Source: an optimization exercise on an open RTL-to-GDS flow (aim: small area, a short achievable clock period and few clock cycles per item). Production flows keep margins and buffers that such runs may drop. At most, simulation tests tie the RTL to the original design; equivalence was not proved. No activity file was given, so power comes from the tool's default toggle rates.

Setup of raven:
Design tx_zc_phase_gen, start of the top module:
module tx_zc_phase_gen #(
    parameter int NZC_W  = tx_zc_pkg::ZC_NZC_W_DEF,
    parameter int OUT_W  = tx_zc_pkg::ZC_OUT_W_DEF,
    parameter int INV_W  = tx_zc_pkg::ZC_INV_W_DEF,
    parameter int PH_W   = NZC_W + 5
) (
    input  logic             sys_clk,
    input  logic             rst,
    input  logic             start,
    input  logic             abort,
    input  logic [NZC_W-1:0] zc_N_zc,
    input  logic [NZC_W-1:0] zc_len,
    input  logic [NZC_W-1:0] zc_start_index,
    input  logic [PH_W-1:0]  zc_Q,
    input  logic [PH_W-1:0]  zc_P,
    input  logic [INV_W-1:0] zc_inv_T,
    input  logic             theta_ready,
    output logic             theta_valid,
    output logic [OUT_W-1:0] theta_data,
    output logic             theta_last,
    output logic             busy,
    output logic             cfg_err
);
    logic        r_busy, r_pend;
    logic        r_ck_n3, r_ck_lnz;             
    logic [2:0]  r_ck_sl;                       
    logic [2:0]  r_ck_q, r_ck_p;                
    logic        r_ph_e0;    
    logic        r_ph_run;   
    logic        r_ph_w1;    
    logic        r_ph_w2;    
    logic        r_ph_w3;    
    logic        r_s1_valid, r_s1_last, r_s2_valid, r_s2_last, r_out_valid, r_out_last;
    logic [11:0] r_out_data;
    logic [11:0] r_nzc;          
    logic [13:0] r_t3;           
    logic [16:0] r_q;            
    logic [16:0] r_p;            
    logic [17:0] r_inv;          
    logic [11:0] r_rem;          
    logic [11:0] r_skip;         
    logic [11:0]        r_mc;    
    logic               r_wrap;  
    logic               r_usep;  
    logic signed [16:0] r_th;    
    logic [16:0]        r_e;     
    logic [4:0]         r_z;     
    logic [4:0]         r_pm;    
    logic [13:0] w_3n;
    logic [14:0] w_qc_a, w_qc_b, w_qc_s, w_qc_c;
    logic [14:0] w_pc_s, w_pc_c;
    logic [8:0]  w_qc_lo, w_pc_lo;
    logic [6:0]  w_qc_h0, w_qc_h1, w_pc_h0, w_pc_h1;
    logic        w_idle;
    logic [15:0] w_q2_a, w_q2_b, w_q2_s, w_q2_c, w_q2x;
  ...
==> flow/config.mk <==
export PLATFORM = sky130hd
export DESIGN_NAME = tx_zc_phase_gen
export DESIGN_NICKNAME = tx_zc_phase_gen
export VERILOG_FILES = /design/flow/design.v
export SDC_FILE = /design/flow/constraint.sdc
export NUM_CORES = 4
export LEC_CHECK = 0
export CAP_MARGIN = 5
export CORE_MARGIN = 2
export CORE_UTILIZATION = 40
export CTS_BUF_LIST = sky130_fd_sc_hd__clkbuf_8
export CTS_CLUSTER_DIAMETER = 60
export CTS_CLUSTER_SIZE = 20
export SETUP_SLACK_MARGIN = 4.8
export SLEW_MARGIN = 5
export TNS_END_PERCENT = 10
==> flow/constraint.sdc <==
create_clock -name core_clock -period 8.0 [get_ports {sys_clk}]
set_input_delay 1.6000 -clock core_clock [delete_from_list [all_inputs] [get_ports {sys_clk}]]
set_output_delay 1.6000 -clock core_clock [all_outputs]
set_load 0.01 [all_outputs]
standard.sh (not shown) runs the stock make flow with config.mk's settings and CLKGATE_MAP_FILE= SYNTH_SCRIPT=/design/flow/synth_recipe.tcl, a recipe that flattens the netlist after the stock synthesis.
==> flow/flow/run.sh <==
#!/bin/bash
# The standard layout, with the ports buffered by buf_1 cells instead of the
# default choice of buffer cell.
set -euo pipefail
export BUFFER_PORTS_ARGS="-buffer_cell sky130_fd_sc_hd__buf_1"
bash standard.sh > standard.log 2>&1
Changes in harbor relative to raven:
# raven
export LEC_CHECK = 0
export CAP_MARGIN = 5
export CORE_MARGIN = 2
export CORE_UTILIZATION = 40
export CTS_BUF_LIST = sky130_fd_sc_hd__clkbuf_8
export CTS_CLUSTER_DIAMETER = 60
export CTS_CLUSTER_SIZE = 20
export SETUP_SLACK_MARGIN = 4.8
export SLEW_MARGIN = 5
export TNS_END_PERCENT = 10
create_clock -name core_clock -period 8.0 [get_ports {sys_clk}]
# harbor
export LEC_CHECK = 0
export CAP_MARGIN = 5
export CORE_MARGIN = 2
export CORE_UTILIZATION = 40
export CTS_BUF_LIST = sky130_fd_sc_hd__clkbuf_8
export CTS_CLUSTER_DIAMETER = 60
export CTS_CLUSTER_SIZE = 20
export SETUP_SLACK_MARGIN = 4.6
export SLEW_MARGIN = 5
export TNS_END_PERCENT = 10
create_clock -name core_clock -period 8.0 [get_ports {sys_clk}]
Notes after the runs:
harbor: done, clean on timing, DRC and antenna. For the utilization, harbor came in 0.62 points lower than raven did. raven -> harbor: switching power summed over all nets decreased slightly. Against raven, the final cell area of harbor is lower. Comparing the two runs side by side, harbor comes out ahead of raven on total power.
Function was not checked in any run of this note: the RTL went through the layout flow alone.

========
tx_zc_phase_gen, a different RTL version from the one above (not shown whole).
Size: roughly 2,800 cells after synthesis, about 27,000 sq um of cells after synthesis.
Settings: LEC_CHECK=0, CAP_MARGIN=20, CORE_MARGIN=2, CORE_UTILIZATION=40, SETUP_SLACK_MARGIN=4.0, SLEW_MARGIN=20; clock period 8.0 ns.
==> flow/flow/run.sh <==
#!/bin/bash
# The standard layout, with the ports buffered by buf_2 cells instead of the
# default choice of buffer cell.
set -euo pipefail
export BUFFER_PORTS_ARGS="-buffer_cell sky130_fd_sc_hd__buf_2"
bash standard.sh > standard.log 2>&1
The starting point completed with no timing, DRC or antenna violations.
Testbench counts at the start, summed over its fixed seeds: cycles 47,060, items 46,621.
Change:
==> flow/run.sh (new file) <==
#!/bin/bash
# synth_recipe.tcl (not shown) runs the flow's synth.tcl, then flattens the netlist and writes it again
# the make line also repeats each setting of config.mk as NAME=value (left out here)
make -C /OpenROAD-flow-scripts/flow DESIGN_CONFIG=/design/flow/config.mk WORK_HOME=/design/flow/orfs CLKGATE_MAP_FILE= SYNTH_SCRIPT=/design/flow/synth_recipe.tcl finish
--- a/flow/config.mk
+++ b/flow/config.mk
@@ -9,4 +9,6 @@
 export CORE_MARGIN = 2
 export CORE_UTILIZATION = 40
+export CTS_BUF_LIST = sky130_fd_sc_hd__clkbuf_8
+export CTS_CLUSTER_SIZE = 40
 export SETUP_SLACK_MARGIN = 4.0
 export SLEW_MARGIN = 20
removed: flow/flow/run.sh
removed: flow/standard.sh
Routed wire length went up slightly.
Clock skew went up by 0.014 ns.
Total power drops by a few percent.
Cell area grows by a few percent.
Setup slack gets worse by 0.029 ns.
Core utilization grows by 0.91 points.
Non-clock buffer count is higher by 6.
Change:
--- a/flow/config.mk
+++ b/flow/config.mk
@@ -9,6 +9,4 @@
 export CORE_MARGIN = 2
 export CORE_UTILIZATION = 40
-export CTS_BUF_LIST = sky130_fd_sc_hd__clkbuf_8
-export CTS_CLUSTER_SIZE = 40
 export SETUP_SLACK_MARGIN = 4.0
 export SLEW_MARGIN = 20
Result: The changed run produced a clean layout. Via count goes down slightly. Global-route usage is about the same. Fmax goes up slightly. Critical path depth goes up by 1. Clock power goes up by about a fifth. Sequential power hardly moves. Wire length goes down slightly.
Change:
--- a/flow/config.mk
+++ b/flow/config.mk
@@ -9,4 +9,4 @@
 export CORE_MARGIN = 2
 export CORE_UTILIZATION = 40
-export SETUP_SLACK_MARGIN = 4.0
+export SETUP_SLACK_MARGIN = 4.3
 export SLEW_MARGIN = 20
The new run produced a clean layout.
Non-clock buffer count goes up by 73.
Clock power goes up by about 5%.
Setup slack hardly moves.

========
Another version of the RTL of tx_zc_phase_gen (not shown whole).
Size: roughly 2,600 cells after synthesis, about 280 flip-flops, ~110 I/O pins.
make LEC_CHECK=0 CAP_MARGIN=20 CORE_MARGIN=2 CORE_UTILIZATION=40 SLEW_MARGIN=20 finish   # period 8.0 ns
run.sh (not shown) runs the stock make flow with config.mk's settings and CLKGATE_MAP_FILE= SYNTH_SCRIPT=/design/flow/synth_recipe.tcl, a recipe that flattens the netlist after the stock synthesis.
Stock flow here: none of the scripts above is used.
Edit:
--- a/flow/config.mk
+++ b/flow/config.mk
@@ -10,2 +10,3 @@
 export CORE_UTILIZATION = 40
+export SETUP_SLACK_MARGIN = 4.4
 export SLEW_MARGIN = 20
=> Hold slack gets better by 0.019 ns; cell count grows by 6.9%; total power grows by 12%; worst setup slack gets better by 0.78 ns; routed wire length grows by 11%; sequential power hardly moves; clock skew grows by 0.0033 ns; register-to-register slack gets better by 0.78 ns; final area grows by 16%.
Function was not checked in any run of this note: the RTL went through the layout flow alone.

========
tx_zc_phase_gen, a different RTL version from the one above (not shown whole).
Size: ~2800 cells after synthesis, about 290 flip-flops, ~0.028 mm² of cells after synthesis.
clock: 8.0 ns
lec_check: 0
cap_margin: 5
core_margin: 2
core_utilization: 40
cts_buf_list: sky130_fd_sc_hd__clkbuf_8
cts_cluster_diameter: 60
cts_cluster_size: 20
setup_slack_margin: 4.5
slew_margin: 5
tns_end_percent: 5
standard.sh (not shown) runs the stock make flow with config.mk's settings and CLKGATE_MAP_FILE= SYNTH_SCRIPT=/design/flow/synth_recipe.tcl, a recipe that flattens the netlist after the stock synthesis.
==> flow/flow/run.sh <==
#!/bin/bash
# The standard layout, with the ports buffered by buf_1 cells instead of the
# default choice of buffer cell.
set -euo pipefail
export BUFFER_PORTS_ARGS="-buffer_cell sky130_fd_sc_hd__buf_1"
bash standard.sh > standard.log 2>&1
Testbench counts at the start, summed over its fixed seeds: cycles 47,060, items 46,621.
Edit:
Settings changed: TNS_END_PERCENT 5 to 10.
Total power rose by 0.37%.
Clock-buffer cell count is unchanged.
Via count is higher by 0.60%.
Core utilization rises by 0.23 points.
Die area does not change.
Worst setup slack gains 0.047 ns.
Routed wire length grows by 0.47%.
Worst hold slack gets worse by 0.0032 ns.
Edit:
Settings changed: SETUP_SLACK_MARGIN 4.5 to 4.4.
Register-to-register slack loses 0.06 ns.
Clock skew hardly moves.
Sequential cell count does not change.
Final cell count fell by 0.44%.
Power fell by 0.83%.
Critical path depth is unchanged.
Sequential power stays flat.
Routed wire length fell by 0.62%.
Area after synthesis stays the same.
Utilization fell by 0.38 points.
Edit:
Settings changed: SETUP_SLACK_MARGIN 4.4 to 4.7.
The changed run passed the timing, design-rule and antenna checks.
Global-route usage rises by 0.44 points.
Clock skew stays flat.
Count of clock-buffer cells in the layout is unchanged.
Die area stays the same.
Utilization is higher by 1.3 points.
Hold slack stays flat.
Design area is higher by 2.8%.
Edit:
Settings changed: CTS_CLUSTER_DIAMETER 60 to 70, CTS_CLUSTER_SIZE 20 to 24, SETUP_SLACK_MARGIN 4.7 to 4.5.
Outcome: Area after synthesis is unchanged; total power falls by 3.8%; global-route usage decreases by 0.56 points; sequential share of layout area goes up by 0.74 points; combinational power decreases by about 3%.

afterwards: timing with drivers on the ports:
No port has a modelled driver above. Below, the same layouts with a new extraction and two added sets of constraints.
Step 1 assumes that a clkbuf_16 drives the clock port and a buf_2 every other input.
Step 2 adds t to the input delays and takes it off the output delays; t is the mean of the earliest and latest rising clock arrival at the registers after step 1. Input paths then give back, and output paths get back, about the clock's delay inside the block.
a / b / c = ideal / step 1 / step 2; a / b = the first two.
run	t (ns)	slack for setup (ns)	latest minus earliest clock arrival (ns)	worst register clock-pin slew, ns
raven	0.700	4.437 / 4.379 / 3.969	0.028 / 0.028	0.11 / 0.11
harbor	0.694	4.424 / 4.367 / 3.881	0.032 / 0.032	0.12 / 0.12
the first run of note 2	0.603	4.063 / 4.063 / 3.579	0.034 / 0.033	0.07 / 0.07
the second run of note 2	0.699	4.034 / 4.034 / 3.488	0.056 / 0.056	0.07 / 0.07
the third run of note 2	0.604	4.082 / 4.082 / 3.561	0.012 / 0.012	0.06 / 0.06
the fourth run of note 2	0.627	4.083 / 4.083 / 3.742	0.015 / 0.015	0.06 / 0.06
the first run of note 3	0.603	3.097 / 3.097 / 2.718	0.044 / 0.043	0.06 / 0.06
the second run of note 3	0.617	3.877 / 3.877 / 3.691	0.046 / 0.047	0.07 / 0.07
the first run of note 4	0.682	4.382 / 4.416 / 3.734	0.029 / 0.029	0.11 / 0.11
the second run of note 4	0.683	4.429 / 4.435 / 3.751	0.025 / 0.025	0.10 / 0.10
the third run of note 4	0.685	4.386 / 4.400 / 3.735	0.029 / 0.030	0.10 / 0.10
the fourth run of note 4	0.681	4.421 / 4.419 / 3.737	0.025 / 0.025	0.10 / 0.10
the fifth run of note 4	0.734	4.454 / 4.466 / 3.760	0.066 / 0.065	0.12 / 0.12
After both steps setup and hold are still met in every run listed. For the fifth run of note 4, which loses most, drivers alone change the setup slack by +0.012 ns; drivers and shift together by -0.694 ns.
